Background: an optimization exercise with open tools, aiming at a short achievable clock period and few clock cycles per item. Do not read the settings as production practice. Function was checked by simulation only, so behaviour that the tests miss may differ from the original. In every run shown here, the design's own scripts or RTL, not TritonCTS, make the clock network. The clock input has no modelled driver; a real chip could not lean on it and would need a root buffer or a full tree. Power figures rest on the tool's default switching activity, not on a simulated workload.

File: flow/design.v
package mr_ctl_pkg;
    typedef struct packed {
        logic [3-1:0]      chnl;
        logic [5-1:0] local_tag;
    } mr_tag_fields_t;
    typedef union packed {
        logic [8-1:0] flat;
        mr_tag_fields_t         f;
    } mr_tag_u;
    localparam int CHNL_SQ      = 0;
    localparam int CHNL_RQ      = 1;
    localparam int CHNL_TX_REQ  = 2;
    localparam int CHNL_RX_REQ  = 3;
    localparam int CHNL_RX_RESP = 4;
    function automatic logic [48:0] ks_carry(
        input logic [48-1:0] g_in,
        input logic [48-1:0] p_in,
        input logic                      cin
    );
        logic [48:0] g;
        logic [48:0] p;
        logic [48:0] g_n;
        logic [48:0] p_n;
        g = {g_in, cin};
        p = {p_in, 1'b0};
        for (int k = 0; (1 << k) <= 48; k++) begin
            g_n = g;
            p_n = p;
            for (int i = (1 << k); i <= 48; i++) begin
                g_n[i] = g[i] | (p[i] & g[i - (1 << k)]);
                p_n[i] = p[i] & p[i - (1 << k)];
            end
            g = g_n;
            p = p_n;
        end
        ks_carry = g;
    endfunction
    function automatic logic [48-1:0] add_fast(
        input logic [48-1:0] a,
        input logic [48-1:0] b
    );
        logic [48:0] c;
        c = ks_carry(a & b, a ^ b, 1'b0);
        add_fast = (a ^ b) ^ c[48-1:0];
    endfunction
    function automatic logic geq_fast(
        input logic [32-1:0] a,
        input logic [32-1:0] b
    );
        logic [48:0] c;
        c = ks_carry({{(48 - 32){1'b0}}, a & ~b},
                     {{(48 - 32){1'b0}}, a | ~b}, 1'b1);
        geq_fast = c[32];
    endfunction
endpackage
`timescale 1ns/100ps
module mr_ctl_top (
    input  logic                                                 clk,
    input  logic                                                 rst,
    input  logic                                                 cfg_wr_en,
    input  logic [4-1:0]                               cfg_key,
    input  logic                                                 cfg_key_valid,
    input  logic [48-1:0]                            cfg_base,
    input  logic [32-1:0]                          cfg_len,
    input  logic [5-1:0]                              req_valid,
    input  logic [5-1:0][8-1:0]             req_qpn,
    input  logic [5-1:0][4-1:0]             req_key,
    input  logic [5-1:0][32-1:0]        req_offset,
    output logic [5-1:0]                              req_ready,
    output logic [5-1:0]                              rsp_valid,
    output logic [5-1:0][16-1:0]     rsp_head,
    output logic [5-1:0][49-1:0]     rsp_data,
    input  logic [5-1:0]                              rsp_ready
);
    localparam int NCH = 5;
    localparam int KN  = 1 << 4;
    localparam int AW  = 48;
    localparam int OW  = 32;
    localparam int QW  = 8;
    localparam int KW  = 4;
    localparam int LTL = 5;
    logic [KN-1:0]     tbl_valid;
    logic [AW-1:0]     tbl_base [KN];
    logic [OW-1:0]     tbl_len  [KN];
    always_ff @(posedge clk or posedge rst) begin
        if (rst) begin
            tbl_valid <= '0;
        end else if (cfg_wr_en) begin
            tbl_valid[cfg_key] <= cfg_key_valid;
        end
    end
    always_ff @(posedge clk) begin
        if (cfg_wr_en) begin
            tbl_base[cfg_key] <= cfg_base;
            tbl_len[cfg_key]  <= cfg_len;
        end
    end
    for (genvar c = 0; c < NCH; c++) begin : g_ch
        logic            rdy_q;
        logic            stall;
        logic            take;
        logic            sk_v;
        logic [QW-1:0]   sk_qpn;
        logic [KW-1:0]   sk_key;
        logic [OW-1:0]   sk_off;
        logic [QW-1:0]   in_qpn;
        logic [KW-1:0]   in_key;
        logic [OW-1:0]   in_off;
        logic            r_v;
        logic [QW-1:0]   r_qpn;
        logic [KW-1:0]   r_key;
        logic [OW-1:0]   r_off;
        logic            m_v;
        logic [QW-1:0]   m_qpn;
        logic [OW-1:0]   m_off;
        logic            m_ent_v;
        logic [AW-1:0]   m_base;
        logic [OW-1:0]   m_len;
        logic            o_v;
        logic [QW-1:0]   o_qpn;
        logic [LTL-1:0]  o_tag;
        logic [AW:0]     o_data;
        logic            x_err;
        logic            o_nv;
        logic            o_v_nxt;
        logic [LTL-1:0]  t_cnt;
        logic [LTL-1:0]  t_nxt;
        assign stall   = !o_nv && !rsp_ready[c];
        assign o_v_nxt = stall || m_v;
        assign t_nxt   = t_cnt + {{(LTL - 1){1'b0}}, !o_nv && rsp_ready[c]};
        assign take  = req_valid[c] && rdy_q;
        always_ff @(posedge clk or posedge rst) begin
            if (rst) begin
                sk_v  <= 1'b0;
                r_v   <= 1'b0;
                m_v   <= 1'b0;
                o_v   <= 1'b0;
                o_nv  <= 1'b1;
                t_cnt <= '0;
            end else begin
                if (stall) begin
                    sk_v  <= sk_v || take;
                end else begin
                    sk_v  <= 1'b0;
                    r_v   <= sk_v || take;
                    m_v   <= r_v;
                end
                o_v   <= o_v_nxt;
                o_nv  <= !o_v_nxt;
                t_cnt <= t_nxt;
            end
        end
        always_ff @(posedge clk) begin
            o_tag <= t_nxt;
        end
        always_ff @(posedge clk) begin
            rdy_q <= !(stall && (sk_v || take));
        end
        always_ff @(posedge clk) begin
            if (!sk_v) begin
                sk_qpn <= req_qpn[c];
                sk_key <= req_key[c];
                sk_off <= req_offset[c];
            end
        end
        assign in_qpn = sk_v ? sk_qpn : req_qpn[c];
        assign in_key = sk_v ? sk_key : req_key[c];
        assign in_off = sk_v ? sk_off : req_offset[c];
        logic [AW-1:0]   x_sum;
        logic            x_ge;
        assign x_sum = mr_ctl_pkg::add_fast(m_base, {{(AW - OW){1'b0}}, m_off});
        assign x_ge  = mr_ctl_pkg::geq_fast(m_off, m_len);
        assign x_err = !m_ent_v || x_ge;
        always_ff @(posedge clk) begin
            if (!stall) begin
                r_qpn   <= in_qpn;
                r_key   <= in_key;
                r_off   <= in_off;
                m_qpn   <= r_qpn;
                m_off   <= r_off;
                m_ent_v <= tbl_valid[r_key];
                m_base  <= tbl_base[r_key];
                m_len   <= tbl_len[r_key];
            end
        end
        logic [AW:0]     x_data;
        logic [QW-1:0]   h_qpn;
        logic [AW:0]     h_data;
        assign x_data = x_err ? {1'b1, {AW{1'b0}}} : {1'b0, x_sum};
        always_ff @(posedge clk) begin
            if (!stall && m_v) begin
                h_qpn  <= m_qpn;
                h_data <= x_data;
            end
            o_qpn  <= stall ? h_qpn : m_qpn;
            o_data <= stall ? h_data : x_data;
        end
        assign req_ready[c] = rdy_q;
        assign rsp_valid[c] = o_v;
        assign rsp_head[c]  = {o_qpn, {(8 - LTL){1'b0}}, o_tag};
        assign rsp_data[c]  = o_data;
    end
endmodule
File: flow/flow/run.sh
#!/bin/bash
# The standard layout, run step by step with the standard synthesis
# unchanged, and two changes from clock tree synthesis on:
# - flow/ctree.tcl (ORFS's PRE_CTS_TCL hook) builds the clock tree itself,
#   a balanced three-level tree of clkbuf_16 made by recursive bisection of
#   the flip-flops, in place of TritonCTS, and first moves each flip-flop that
#   drives an output port next to that port's buffer;
# - with the clock propagated, the timing repairs are asked to leave more
#   setup slack than the fixed clock period needs, so that the achieved
#   period (period less slack) shrinks; after global routing only the worst
#   endpoints are repaired, to keep the run short.
# The constraints (constraint.sdc) are not touched. Each step's output goes
# to its own log here; ORFS's own logs are under orfs/logs.
set -euo pipefail
bash standard.sh synth > synth.log 2>&1
bash standard.sh floorplan > floorplan.log 2>&1
bash standard.sh place > place.log 2>&1
cat >> config.mk <<CFG
export SETUP_SLACK_MARGIN = 8.5
export PRE_CTS_TCL = $PWD/flow/ctree.tcl
CFG
bash standard.sh cts > cts.log 2>&1
cat >> config.mk <<'CFG'
export TNS_END_PERCENT = 5
CFG
bash standard.sh route > route.log 2>&1
bash standard.sh finish > finish.log 2>&1
File: flow/flow/ctree.tcl
# Build a clock tree on net clk by recursive bisection: the clock port
# drives a few root buffers, each at the centre of its part of the die, each
# level drives the buffers of the level below in its part, and each leaf
# buffer drives a compact cluster of flip-flop clock pins.
proc ctree_bisect {items idx maxn} {
  # items: list of {x y payload}; split at the median of the wider side
  if {[llength $items] <= $maxn} { return [list $items] }
  set xs [lsort -real [lmap i $items {lindex $i 0}]]
  set ys [lsort -real [lmap i $items {lindex $i 1}]]
  set k [expr {([lindex $xs end] - [lindex $xs 0]) >= ([lindex $ys end] - [lindex $ys 0]) ? 0 : 1}]
  set s [lsort -real -index $k $items]
  set h [expr {[llength $s] / 2}]
  return [concat [ctree_bisect [lrange $s 0 [expr {$h - 1}]] $idx $maxn] \
                 [ctree_bisect [lrange $s $h end] $idx $maxn]]
}

proc ctree_centroid {items} {
  set sx 0.0; set sy 0.0
  foreach i $items { set sx [expr {$sx + [lindex $i 0]}]; set sy [expr {$sy + [lindex $i 1]}] }
  set n [llength $items]
  return [list [expr {$sx / $n}] [expr {$sy / $n}]]
}

proc ctree_buf {block master name x y in_net} {
  set b [odb::dbInst_create $block $master $name]
  $b setLocation [expr {int($x)}] [expr {int($y)}]
  $b setPlacementStatus PLACED
  set net [odb::dbNet_create $block "${name}_clk"]
  $net setSigType CLOCK
  [$b findITerm A] connect $in_net
  [$b findITerm X] connect $net
  return $net
}

# levels: the number of buffers each level has, root first; the last level
# is the leaf level, which gets clusters of at most leaf_size clock pins.
proc ctree_build {leaf_size levels buf_master} {
  set block [ord::get_db_block]
  set master [[ord::get_db] findMaster $buf_master]
  set clk [$block findNet clk]
  set sinks {}
  foreach it [$clk getITerms] {
    set bb [[$it getInst] getBBox]
    lappend sinks [list [expr {([$bb xMin] + [$bb xMax]) / 2.0}] [expr {([$bb yMin] + [$bb yMax]) / 2.0}] $it]
  }
  # Leaf clusters, then each upper level clusters the level below it
  set nodes {}
  foreach l [ctree_bisect $sinks 0 $leaf_size] {
    set c [ctree_centroid $l]
    lappend nodes [list [lindex $c 0] [lindex $c 1] $l]
  }
  set tree [list $nodes]
  foreach n [lrange [lreverse $levels] 1 end] {
    set per [expr {int(ceil([llength $nodes] / double($n)))}]
    set up {}
    foreach g [ctree_bisect $nodes 0 $per] {
      set c [ctree_centroid $g]
      lappend up [list [lindex $c 0] [lindex $c 1] $g]
    }
    set nodes $up
    set tree [linsert $tree 0 $nodes]
  }
  # Create buffers top down; a node's children are its payload
  set count 0
  proc ctree_make {block master node in_net depth nlev} {
    upvar count count
    set name "ctree_l${depth}_$count"
    incr count
    set net [ctree_buf $block $master $name [lindex $node 0] [lindex $node 1] $in_net]
    foreach ch [lindex $node 2] {
      if {$depth == $nlev - 1} {
        set it [lindex $ch 2]
        $it disconnect
        $it connect $net
      } else {
        ctree_make $block $master $ch $net [expr {$depth + 1}] $nlev
      }
    }
  }
  foreach top [lindex $tree 0] {
    ctree_make $block $master $top $clk 0 [llength $levels]
  }
  puts "ctree: [llength $sinks] sinks, [llength [lindex $tree end]] leaf buffers, levels [lmap t $tree {llength $t}]"
}

# Run as ORFS's PRE_CTS_TCL hook: build the tree here, then stand in for
# TritonCTS so that cts.tcl's own call leaves the tree as built. The rest of
# cts.tcl (legalisation, timing repair) runs as usual. The clock port feeds
# the 4 root buffers directly.
# Each flip-flop that drives an output port's buffer goes next to that
# buffer; the detailed placement after this legalises it.
proc pull_output_flops {} {
  set block [ord::get_db_block]
  set n 0
  foreach bt [$block getBTerms] {
    if {[$bt getIoType] != "OUTPUT"} continue
    set net [$bt getNet]
    if {$net == "NULL"} continue
    set buf ""
    foreach it [$net getITerms] { if {[$it isOutputSignal]} { set buf [$it getInst] } }
    if {$buf == ""} continue
    set a [$buf findITerm A]
    if {$a == "NULL"} continue
    set inet [$a getNet]
    if {$inet == "NULL"} continue
    set drv ""
    foreach it [$inet getITerms] { if {[$it isOutputSignal]} { set drv [$it getInst] } }
    if {$drv == ""} continue
    if {![string match "*__df*" [[$drv getMaster] getName]]} continue
    set l [$buf getLocation]
    $drv setLocation [lindex $l 0] [lindex $l 1]
    incr n
  }
  puts "pulled $n output flip-flops next to their port buffers"
}

pull_output_flops
ctree_build 24 {4 16 128} sky130_fd_sc_hd__clkbuf_16
set_propagated_clock [all_clocks]
proc clock_tree_synthesis {args} {
  puts "clock tree built by flow/ctree.tcl; TritonCTS not run"
}
File: flow/standard.sh
#!/bin/bash
# synth_recipe.tcl (not shown) runs the flow's synth.tcl, then flattens the netlist and writes it again
# the make line also repeats each setting of config.mk as NAME=value (left out here)
make -C /OpenROAD-flow-scripts/flow DESIGN_CONFIG=/design/flow/config.mk WORK_HOME=/design/flow/orfs CLKGATE_MAP_FILE= SYNTH_SCRIPT=/design/flow/synth_recipe.tcl "${@:-finish}"
File: flow/config.mk
export PLATFORM = sky130hd
export DESIGN_NAME = mr_ctl_top
export DESIGN_NICKNAME = mr_ctl_top
export VERILOG_FILES = /design/flow/design.v
export SDC_FILE = /design/flow/constraint.sdc
export NUM_CORES = 4
export LEC_CHECK = 0
export ABC_CLOCK_PERIOD_IN_PS = 2500
export CAP_MARGIN = 20
export CORE_MARGIN = 2
export CORE_UTILIZATION = 40
export PLACE_DENSITY = 0.6
export SLEW_MARGIN = 20
export SETUP_SLACK_MARGIN = 8.5
export PRE_CTS_TCL = /design/flow/flow/ctree.tcl
export TNS_END_PERCENT = 5
File: flow/constraint.sdc
create_clock -name core_clock -period 12.0 [get_ports {clk}]
set_input_delay 2.4000 -clock core_clock [delete_from_list [all_inputs] [get_ports {clk}]]
set_output_delay 2.4000 -clock core_clock [all_outputs]
set_load 0.01 [all_outputs]
==> results_dict.tcl, run 1 <==
set metrics [dict create \
    rows 227 \
    die_w_um 622 \
    required_ns 12.38 \
    design_area_mm2 0.173 \
    report.final.slew_viol_count 0 \
    synth-edff-count 2390 \
    drive_gt1_frac 0.373 \
    routabilityCongestion 0.931 \
    dpl.hpwl_mm 355 \
    dpl_cell_area_mm2 0.165 \
    drtIter0Drc 15363 \
    ctsHoldBuffers 0 \
    power_frac_seq 0.390 \
    io_pins 653 \
    worst_pin_slew_ns 1.28 \
    clk_pin_slew_ns 0.10 \
    wl_per_cell_um 39.5 \
    yosys_warnings 1 \
    initial_core_util 0.401 \
    port_buffers 637 \
    drt-pass1-iter-count 8 \
    die-height_um 622 \
    fin_skew_ns 0.0605 \
    slew_headroom 0.143 \
    clk_latency_ns 0.67 \
    crit_type "reg2reg" \
    critPathMaxStageDelay_ns 0.47 \
    ys.flop_type "edfxtp_1" \
    drc 0 \
    p_int_mw 24.4 \
    ys_top_cells_by_area "edfxtp_1 (47%), mux4_2 (30%), dfxtp_1 (7.0%)" \
    finalSetupViolCount 0 \
    avgSynthCellArea_um2 17.4 \
    netlist_area_mm2 0.153 \
    place_ws_ns 5.10 \
    nets 9759 \
    whs_ns 0.412 \
    final.setup.tns_ns 0 \
    overflow 0 \
    antenna_found_initial 159 \
    synthArstFlopShare 0.0221 \
    switchingPower_mw 17.0 \
    status "no timing/DRC/antenna violations" \
    hold_path_class "reg2reg" \
    worst-path-buf-inv 1 \
    cp_top_family "compound AO/OA/AOI/OAI gates" \
    worst_slack_ns 8.40 \
    crit_fanout 8 \
    grt_pass1_wl_mm 781 \
    p_comb_frac 0.477 \
    core_mm2 0.381 \
    ys_ff_latch 2991 \
    fmax_mhz 278 \
    cap_violations 0 \
    pwr-share-clk 0.133 \
    synth_cell_types 94 \
    peakVddDrop_v 0.000168 \
    grt_pass1_vias 92355 \
    yosysSeqAreaShare 0.550 \
    viasPerCell 6.64 \
    rsz0062_at_grt "true" \
    syn_to_final_growth_pct 13.4 \
    grt_max_degree 125 \
    p_leak_nw 57.5 \
    cpMaxStageDelayCell "edfxtp_1" \
    yosysMostFrequentCell "edfxtp_1" \
    min_period_ns 3.60 \
    crit_chain "ha_1 > inv_1 > fa_1 > nor2b_1 > o21ai_0 > a211o_1 > nand3_1 > a221oi_2 > a21oi_4 > o2111ai_1 > xnor2_1 > nor2_1" \
    vias 96402 \
    r2r_slack_ns 8.40 \
    cp.arrival_ns 3.98 \
    end_kind "flip-flop" \
    ys_top_cells_by_count "edfxtp_1 (2390), mux4_2 (2025), dfxtp_1 (535)" \
    routed_wl_mm 574 \
    hold_viol 0 \
    synth_top_area_frac 0.469 \
    dieArea_mm2 0.387 \
    switching_share 0.410 \
    powerDensity_mw_per_mm2 239 \
    track_usage 0.290 \
    start_kind "flip-flop" \
    fin_crit_sh 0.300 \
    syn_inst 8767 \
    drtAntennaViolNets 0 \
    yosysTopAreaCell "edfxtp_1" \
]
-- logic make-up after synthesis --
| kind of cell | share of synthesized area |
|---|---|
| flops | 0.550 |
| mux | 0.320 |
| simple gates | 0.0375 |
| buf+inv | 0.0218 |
| other cells | 0.0000245 |
| compound gates | 0.0386 |
| xor+xnor | 0.0135 |
| fa+ha+maj | 0.0180 |
-- metrics by stage --
step | util | cells | total power [mW]
6_report | 0.454 | 14519 | 41.4
4_1_cts | 0.452 | 14279 | 40.9
2_1_floorplan | - | 8781 | 26.7
5_1_grt | 0.454 | 14474 | 42.8
3_5_place_dp | 0.432 | 13965 | 34.5
3_3_place_gp | 0.432 | 13965 | 34.4
-- registers in the layout, indices dropped and copies added, names as in the netlist, 240 cells and up --
register     count
tbl_len        512
g_ch.h_data    245
g_ch.o_data    245
tbl_base       768
g_ch.m_base    240
-- cells in the final DEF, fill, tap and decap left out, types with 180 or more instances in the layout --
master,n
mux2_2,296
nor2_1,346
diode_2,222
dfxtp_1,388
nand2_1,466
edfxtp_1,2390
a21oi_1,198
inv_1,205
o21ai_0,180
clkdlybuf4s50_1,312
mux4_2,2025
-- final cells by class --
type                    count  area (um2)
diodes                    222         556
inverters                 213         880
plain buffers             148        3700
well taps                5038        6300
repair buffers            939       10900
fillers                 32299      208000
repair inverters           11        96.3
multi-input cells        4957       66500
flip-flops and latches   2991       84300
-- power by group through the flow --
stage	Combinational (mW)	Sequential [mW]	Clock, mW
2_1_floorplan	11.2	15.6	0
3_3_place_gp	18.0	16.3	0
3_5_place_dp	18.1	16.4	0
4_1_cts	19.2	16.1	5.60
5_1_grt	20.6	16.3	5.90
6_report	19.8	16.1	5.52
-- per-layer routing --
layer / share of wire / global-route usage / vias to the layer above
li1: - / - / 37557
met1: 0.35 / 0.366 / 50523
met2: 0.45 / 0.437 / 6989
met3: 0.12 / 0.0794 / 1269
met4: 0.079 / 0.195 / 64
met5: 0.00080 / 0 / -
-- path summary, 6_finish.rpt --
check	from	end	cells past startpoint
max	g_ch[2].m_base[0]$_DFFE_PN_	g_ch[2].h_data[42]$_DFFE_PP_	12
min	g_ch[2].r_off[8]$_DFFE_PN_	g_ch[2].m_off[8]$_DFFE_PN_	0
max reg2reg	g_ch[2].m_base[0]$_DFFE_PN_	g_ch[2].h_data[42]$_DFFE_PP_	12
min reg2reg	g_ch[2].r_off[8]$_DFFE_PN_	g_ch[2].m_off[8]$_DFFE_PN_	0
max in group asynchronous	rst	g_ch[2].sk_v$_DFF_PP0_	3
min in group asynchronous	rst	g_ch[1].t_cnt[4]$_DFF_PP0_	2
-- what timing repair did --
item | CTS | global route
buffers inserted | 84 | 17
resized for setup | 2028 | 77
gates cloned | 82 | 0
pin swaps | 39 | 12
endpoints found under the hold margin | 0 | 0
endpoints found under the setup margin | 3334 | 1393
-- worst register-to-register path, cell delays in order, from the launching register on --
cell and delay [ns]:
edfxtp_1 0.47, ha_1 0.24, inv_1 0.07, fa_1 0.39, nor2b_1 0.26, o21ai_0 0.21, a211o_1 0.29, nand3_1 0.32
a221oi_2 0.18, a21oi_4 0.40, o2111ai_1 0.19, xnor2_1 0.28, nor2_1 0.07
Testbench counts, summed over its fixed seeds: cycles 2,678, items 12,000.
==> inputs of run 2 (changes only) <==
--- a/flow/config.mk
+++ b/flow/config.mk
@@ -10,4 +10,4 @@
 export CORE_MARGIN = 2
-export CORE_UTILIZATION = 40
-export PLACE_DENSITY = 0.6
+export CORE_UTILIZATION = 35
+export PLACE_DENSITY = 0.55
 export SLEW_MARGIN = 20
==> run 2 against run 1 <==
  * Still clean on timing, DRC and antenna
  * Sequential share of layout area decreased by 0.36 points
  * Register-to-register slack got worse by 0.07 ns
  * Setup slack got worse by 0.072 ns
  * Fmax decreased by 2.0%
  * First-iteration DRC count decreased by 6.9%
  * Synthesized area unchanged
  * Critical path type unchanged
  * Largest cell class unchanged
==> results_dict.tcl, run 2 <==
set metrics [dict create \
    yosysMostFrequentCell "edfxtp_1" \
    mostFrequentLayoutCells "edfxtp_1 (2390), mux4_2 (2025), nand2_1 (466), dfxtp_1 (359), nor2_1 (346)" \
    synth_cell_types 94 \
    ys_top_cells_by_count "edfxtp_1 (2390), mux4_2 (2025), dfxtp_1 (535)" \
    hold_path_class "reg2reg" \
    drt-pass1-iter-count 6 \
    core_mm2 0.435 \
    die_w_um 665 \
    synthArstFlopShare 0.0221 \
    multiInputGateArea_mm2 0.0665 \
    p_leak_nw 57.8 \
    netlist_area_mm2 0.153 \
    end_kind "flip-flop" \
    drtIter0Drc 14310 \
    synth-edff-count 2390 \
    syn_to_final_growth_pct 14.3 \
    largest-register "tbl_base" \
    die-height_um 665 \
    io_pins 653 \
    antenna_found_initial 144 \
    peakVddDrop_v 0.000170 \
    final_cells 15137 \
    worst_pin_slew_ns 1.21 \
    nets 9770 \
    dieArea_mm2 0.442 \
    ys_top_cells_by_area "edfxtp_1 (47%), mux4_2 (30%), dfxtp_1 (7.0%)" \
    cp-startpoint "g_ch[2].m_base[20]$_DFFE_PN_" \
    start_kind "flip-flop" \
    yosys_warnings 1 \
    critPathMaxStageDelay_ns 0.68 \
    cp_top_family "simple AND/OR/NAND/NOR gates" \
    fmax_mhz 272 \
    layout_commonest_cell "edfxtp_1" \
    port_buffers 637 \
    drc 0 \
    grt_busiest_layer "met2" \
    slew_headroom 0.193 \
    clk_latency_ns 0.67 \
    yosysTopAreaCell "edfxtp_1" \
    powerDensity_mw_per_mm2 238 \
    cp.arrival_ns 4.18 \
    crit_chain "ha_1 > nand4_1 > nor4_2 > nand2_1 > o31ai_4 > nand4_1 > xor2_1 > o21ai_0" \
    grt_max_degree 120 \
    fin_skew_ns 0.0615 \
    synth_top_area_frac 0.469 \
    required_ns 12.50 \
    seqCellArea_mm2 0.0844 \
    wl_per_cell_um 40.4 \
    drive_gt1_frac 0.377 \
    r2r_start "g_ch[2].m_base[20]$_DFFE_PN_" \
    whs_ns 0.416 \
    worst-path-buf-inv 0 \
    initial_core_util 0.352 \
    ys.flop_type "edfxtp_1" \
    drtAntennaViolNets 0 \
    vias 96634 \
    syn_inst 8767 \
    min_period_ns 3.68 \
    rows 242 \
    routabilityCongestion 0.914 \
    overflow 0 \
    viasPerCell 6.38 \
    status "no timing/DRC/antenna violations" \
    fillers 38775 \
    ctsHoldBuffers 0 \
    dpl.hpwl_mm 376 \
    finalPower_mw 41.7 \
    ys_ff_latch 2991 \
    cpMaxStageDelayCell "edfxtp_1" \
    clk_pin_slew_ns 0.10 \
    crit_path_frequent_cell "nand4_1" \
    largest_register_ffs 768 \
    rsz0062_at_grt "true" \
    track_usage 0.269 \
    grtUsageMet1 0.339 \
    met3_usage 0.0588 \
    dp_cells 14670 \
    final.setup.tns_ns 0 \
    crit_fanout 8 \
    cap_violations 0 \
    grt_pass1_wl_mm 819 \
    routed_wl_mm 611 \
    fin_crit_sh 0.306 \
    crit_type "reg2reg" \
    report.final.slew_viol_count 0 \
    grt_pass1_vias 92739 \
    hold_viol 0 \
    met2_usage 0.411 \
    yosysSeqAreaShare 0.550 \
    finalSetupViolCount 0 \
    reg_top3 "tbl_base (768), tbl_len (512)" \
    r2r_slack_ns 8.32 \
    avgSynthCellArea_um2 17.4 \
    hp-start "g_ch[1].r_off[14]$_DFFE_PN_" \
]
run 2: cell counts after synthesis:
Identical to the previous run, type by type.
run 2: cell families after synthesis:
family | synth area share
xor gates and xnor gates | 0.0135
adders and majority gates | 0.0180
muxes | 0.320
AOI/OAI and AO/OA | 0.0386
DFF | 0.550
buffers and inverters | 0.0218
other | 0.0000245
and+or+nand+nor | 0.0375
run 2: repair_timing:
item	CTS	global route
resized for setup	2157	49
setup buffers	80	10
setup endpoints to repair	3296	1087
pin swaps	38	14
gates cloned	92	4
run 2: cell type report:
| class | instances | area share |
|---|---|---|
| flip-flops and latches | 2991 | 0.483 |
| plain buffers | 148 | 0.0212 |
| diodes | 133 | 0.00190 |
| repair inverters | 11 | 0.000566 |
| well taps | 5734 | 0.0411 |
| multi-input cells | 4952 | 0.381 |
| inverters | 213 | 0.00505 |
| repair buffers | 955 | 0.0666 |
run 2: where the power goes:
part           switching (mW)  internal, mW  leakage [nW]  total (mW)
Sequential               2.00          14.4          28.0        16.4
Clock                    3.31          2.22          1.82        5.53
Combinational            11.9          7.81          28.0        19.7
run 2: per-stage QoR:
stage | cell area (um2) | worst slack [ns] | util
2_1_floorplan | 153000 | 2.70 | -
3_3_place_gp | 166000 | 5.66 | 0.381
3_5_place_dp | 166000 | 5.63 | 0.381
4_1_cts | 174000 | 8.37 | 0.400
5_1_grt | 175000 | 8.33 | 0.402
6_report | 175000 | 8.32 | 0.402
run 2: final timing paths:
path	end	depth (start not counted)
setup reg to reg	g_ch[2].o_data[45]$_DFF_P_	8
min in group asynchronous	g_ch[0].t_cnt[4]$_DFF_PP0_	2
max in group asynchronous	g_ch[2].sk_v$_DFF_PP0_	3
hold / removal	g_ch[1].m_off[14]$_DFFE_PN_	0
hold reg to reg	g_ch[1].m_off[14]$_DFFE_PN_	0
setup / recovery	g_ch[2].o_data[45]$_DFF_P_	8
run 2: routing by layer:
layer | up-vias | routed length, um
li1 | 37513 | -
met1 | 51283 | 220000
met3 | 1315 | 61500
met5 | - | 466
met4 | 70 | 52900
met2 | 6453 | 277000
==> inputs of run 3 (changes only) <==
--- a/flow/design.v
+++ b/flow/design.v
@@ -118,2 +118,5 @@
         logic [OW-1:0]   m_len;
+        logic            a_v;
+        logic [QW-1:0]   a_qpn;
+        logic [AW:0]     a_data;
         logic            o_v;
@@ -128,3 +131,3 @@
         assign stall   = !o_nv && !rsp_ready[c];
-        assign o_v_nxt = stall || m_v;
+        assign o_v_nxt = stall || a_v;
         assign t_nxt   = t_cnt + {{(LTL - 1){1'b0}}, !o_nv && rsp_ready[c]};
@@ -136,2 +139,3 @@
                 m_v   <= 1'b0;
+                a_v   <= 1'b0;
                 o_v   <= 1'b0;
@@ -146,2 +150,3 @@
                     m_v   <= r_v;
+                    a_v   <= m_v;
                 end
@@ -173,2 +178,4 @@
         assign x_err = !m_ent_v || x_ge;
+        logic [AW:0]     x_data;
+        assign x_data = x_err ? {1'b1, {AW{1'b0}}} : {1'b0, x_sum};
         always_ff @(posedge clk) begin
@@ -183,15 +190,15 @@
                 m_len   <= tbl_len[r_key];
-            end
-        end
-        logic [AW:0]     x_data;
+                a_qpn   <= m_qpn;
+                a_data  <= x_data;
+            end
+        end
         logic [QW-1:0]   h_qpn;
         logic [AW:0]     h_data;
-        assign x_data = x_err ? {1'b1, {AW{1'b0}}} : {1'b0, x_sum};
-        always_ff @(posedge clk) begin
-            if (!stall && m_v) begin
-                h_qpn  <= m_qpn;
-                h_data <= x_data;
-            end
-            o_qpn  <= stall ? h_qpn : m_qpn;
-            o_data <= stall ? h_data : x_data;
+        always_ff @(posedge clk) begin
+            if (!stall && a_v) begin
+                h_qpn  <= a_qpn;
+                h_data <= a_data;
+            end
+            o_qpn  <= stall ? h_qpn : a_qpn;
+            o_data <= stall ? h_data : a_data;
         end
--- a/flow/flow/ctree.tcl
+++ b/flow/flow/ctree.tcl
@@ -11,3 +11,6 @@
   set s [lsort -real -index $k $items]
-  set h [expr {[llength $s] / 2}]
+  # Split so that each side fills whole clusters of at most maxn
+  set n [llength $s]
+  set nc [expr {($n + $maxn - 1) / $maxn}]
+  set h [expr {int(round($n * double($nc / 2) / $nc))}]
   return [concat [ctree_bisect [lrange $s 0 [expr {$h - 1}]] $idx $maxn] \
@@ -117,3 +120,3 @@
 pull_output_flops
-ctree_build 24 {4 16 128} sky130_fd_sc_hd__clkbuf_16
+ctree_build 22 {4 16 128} sky130_fd_sc_hd__clkbuf_16
 set_propagated_clock [all_clocks]
--- a/flow/config.mk
+++ b/flow/config.mk
@@ -10,4 +10,4 @@
 export CORE_MARGIN = 2
-export CORE_UTILIZATION = 35
-export PLACE_DENSITY = 0.55
+export CORE_UTILIZATION = 40
+export PLACE_DENSITY = 0.6
 export SLEW_MARGIN = 20
==> run 3 against run 2 <==
  * Still clean
  * Setup slack better by 0.051 ns
  * Cell count is 2.9% lower
  * Final area is 5.1% higher
  * Combinational power decreased by 6%
==> results_dict.tcl, run 3 <==
set metrics [dict create \
    reg_top3 "tbl_base (768), tbl_len (512)" \
    synthArstFlopShare 0.0216 \
    vias 98780 \
    die-height_um 639 \
    wl_per_cell_um 41.2 \
    mostFrequentLayoutCells "edfxtp_1 (2675), mux4_2 (2025), mux2_2 (523), dfxtp_1 (368), clkdlybuf4s50_1 (309)" \
    dpl.hpwl_mm 364 \
    clk_latency_ns 0.72 \
    synth_cell_types 92 \
    largest-register "tbl_base" \
    io_pins 653 \
    drt-pass1-iter-count 8 \
    overflow 0 \
    yosysMostFrequentCell "edfxtp_1" \
    r2r_cells 5 \
    layout_commonest_cell "edfxtp_1" \
    clk_pin_slew_ns 0.09 \
    avgSynthCellArea_um2 18.5 \
    r2r_slack_ns 8.40 \
    track_usage 0.290 \
    routabilityCongestion 0.965 \
    grt_max_degree 119 \
    crit_type "in2reg" \
    r2r_end "g_ch[1].m_base[2]$_DFFE_PN_" \
    min_path_cells 0 \
    required_ns 12.29 \
    hold_end "g_ch[4].m_off[17]$_DFFE_PN_" \
    ys_top_cells_by_count "edfxtp_1 (2675), mux4_2 (2025), dfxtp_1 (535)" \
    ctsHoldBuffers 0 \
    ys.flop_type "edfxtp_1" \
    cp.arrival_ns 3.92 \
    start_kind "primary input" \
    end_kind "flip-flop" \
    hp-start "g_ch[4].r_off[17]$_DFFE_PN_" \
    routed_wl_mm 606 \
    nets 9834 \
    ys_top_cells_by_area "edfxtp_1 (50%), mux4_2 (28%), dfxtp_1 (6.6%)" \
    status "no timing/DRC/antenna violations" \
    fillers 33622 \
    yosysTopAreaCell "edfxtp_1" \
    syn_inst 8738 \
    hold_path_class "reg2reg" \
    min_period_ns 3.62 \
    powerDensity_mw_per_mm2 230 \
    yosysSeqAreaShare 0.575 \
    drive_gt1_frac 0.406 \
    crit_fanout 40 \
    dieArea_mm2 0.409 \
    grt_pass1_wl_mm 817 \
    fin_crit_sh 0.302 \
    synth_compound_area_frac 0.0305 \
    core_mm2 0.402 \
    fmax_mhz 276 \
    cap_violations 0 \
    fin_skew_ns 0.103 \
    final.setup.tns_ns 0 \
    peakVddDrop_v 0.000137 \
    drtIter0Drc 14934 \
    yosys_warnings 1 \
    fin_util 0.456 \
    report.final.slew_viol_count 0 \
    grt_pass1_vias 95457 \
    synth-edff-count 2675 \
    finalPower_mw 42.2 \
    largest_register_ffs 768 \
    netlist_area_mm2 0.161 \
    drtAntennaViolNets 0 \
    rows 233 \
    synth_top_family_by_area "multiplexers" \
    yosys.area_share.simple 0.0284 \
    synth-xor-area-share 0.00895 \
    rsz0062_at_grt "true" \
    synthMuxAreaShare 0.319 \
    antenna_found_initial 154 \
    hold_viol 0 \
    worst_pin_slew_ns 1.11 \
    finalSetupViolCount 0 \
    initial_core_util 0.401 \
    port_buffers 637 \
    synth_top_area_frac 0.498 \
    viasPerCell 6.72 \
    drc 0 \
    r2r_start "g_ch[1].r_key[1]$_DFFE_PN_" \
    p_leak_nw 61.1 \
    ys_ff_latch 3281 \
    slew_headroom 0.257 \
    synth_adder_area_share 0.0178 \
    die_w_um 639 \
    syn_to_final_growth_pct 13.7 \
]
-- run 3: per-layer routing --
layer,track usage,vias to the layer above,part of all wire
li1,-,37910,-
met1,0.371,52392,0.36
met2,0.441,7084,0.45
met3,0.105,1318,0.13
met4,0.135,76,0.057
met5,0,-,0.00079
-- run 3: critical path: stages --
cell and delay (ns):
clkdlybuf4s15_2 0.26, ha_1 0.22, nand2_4 0.14, nor2_4 0.32, buf_16 0.27
-- run 3: worst max-delay path by stage --
stage	start	endpoint	slack, ns	cells past startpoint
after detailed placement	cfg_key[0]	tbl_len[6][1]$_DFFE_PP_	5.64	7
after global routing	g_ch[4].m_off[0]$_DFFE_PN_	g_ch[4].a_data[42]$_SDFFCE_PP0N_	8.27	12
after global placement	cfg_key[0]	tbl_len[6][9]$_DFFE_PP_	5.70	7
final	cfg_key[1]	tbl_base[7][4]$_DFFE_PP_	8.38	5
after CTS	g_ch[4].m_off[0]$_DFFE_PN_	g_ch[4].a_data[40]$_SDFFCE_PP0N_	8.35	12
after floorplan	rsp_ready[0]	g_ch[0].h_data[0]$_DFFE_PP_	2.75	4
-- run 3: logic make-up after synthesis --
| family | count (synthesis) |
|---|---|
| simple gates | 916 |
| compound gates | 761 |
| xor+xnor | 165 |
| flops | 3281 |
| mux | 2552 |
| other cells | 1 |
| buf+inv | 824 |
| fa+ha+maj | 238 |
-- run 3: final cells by class --
cell class / count / area [um2] / area share
well taps: 5287 / 6620 / 0.0360
repair inverters: 13 / 114 / 0.000620
flip-flops and latches: 3281 / 93000 / 0.507
multi-input cells: 4655 / 66500 / 0.362
diodes: 72 / 180 / 0.000981
inverters: 219 / 925 / 0.00504
repair buffers: 997 / 12000 / 0.0654
plain buffers: 169 / 4230 / 0.0230
-- run 3: where the power goes --
| group | switching (mW) | total, mW | internal [mW] |
|---|---|---|---|
| Sequential | 1.75 | 17.7 | 15.9 |
| Combinational | 10.8 | 18.5 | 7.62 |
| Clock | 3.59 | 6.10 | 2.52 |
-- run 3: metrics by stage --
step | instances | area [um2] | hold slack, ns | setup slack (ns)
after floorplan | 8752 | 161000 | 0.400 | 2.75
after global placement | 14227 | 174000 | 0.401 | 5.70
after detailed placement | 14227 | 174000 | 0.405 | 5.64
after CTS | 14603 | 183000 | 0.407 | 8.35
after global routing | 14642 | 183000 | 0.410 | 8.27
final | 14693 | 184000 | 0.406 | 8.38
-- run 3: repair_timing --
item / 4_1_cts / 5_1_grt
gates cloned: 94 / 3
pin swaps: 58 / 33
resized for setup: 2110 / 84
buffers inserted: 113 / 15
endpoints found under the setup margin: 3593 / 851
Testbench counts of run 3, summed over its fixed seeds: cycles 2,687, items 12,000.

-- port drivers added, routing unchanged --
In the flow no input, the clock included, has a driving cell. The finished layouts below were timed again as built, in two steps.
Step 1 sets driving cells, clkbuf_16 on the clock port and buf_2 on the other inputs (assumed; they add their load-dependent delay and slew).
Step 2 times the ports against the registers' clock, not the clock port: input delays grow and output delays shrink by t, the midpoint of the rising clock arrivals with the driver on.
a / b / c = ideal ports / drivers / drivers and shift; a / b = the first two.
| run | t, ns | setup WS [ns] | worst setup path at the end | latest minus earliest clock arrival (ns) | slew at the worst register clock pin (ns) |
|---|---|---|---|---|---|
| run 1 | 0.881 | 8.397 / 8.168 / 7.744 | input to register | 0.073 / 0.071 | 0.11 / 0.11 |
| run 2 | 0.889 | 8.325 / 8.175 / 7.695 | input to register | 0.063 / 0.061 | 0.11 / 0.11 |
| run 3 | 0.912 | 8.376 / 8.174 / 7.679 | input to register | 0.109 / 0.109 | 0.10 / 0.10 |
After both steps setup and hold are still met in every run listed. For run 3, which loses most, drivers alone change the setup slack by -0.202 ns; drivers and shift together by -0.697 ns.
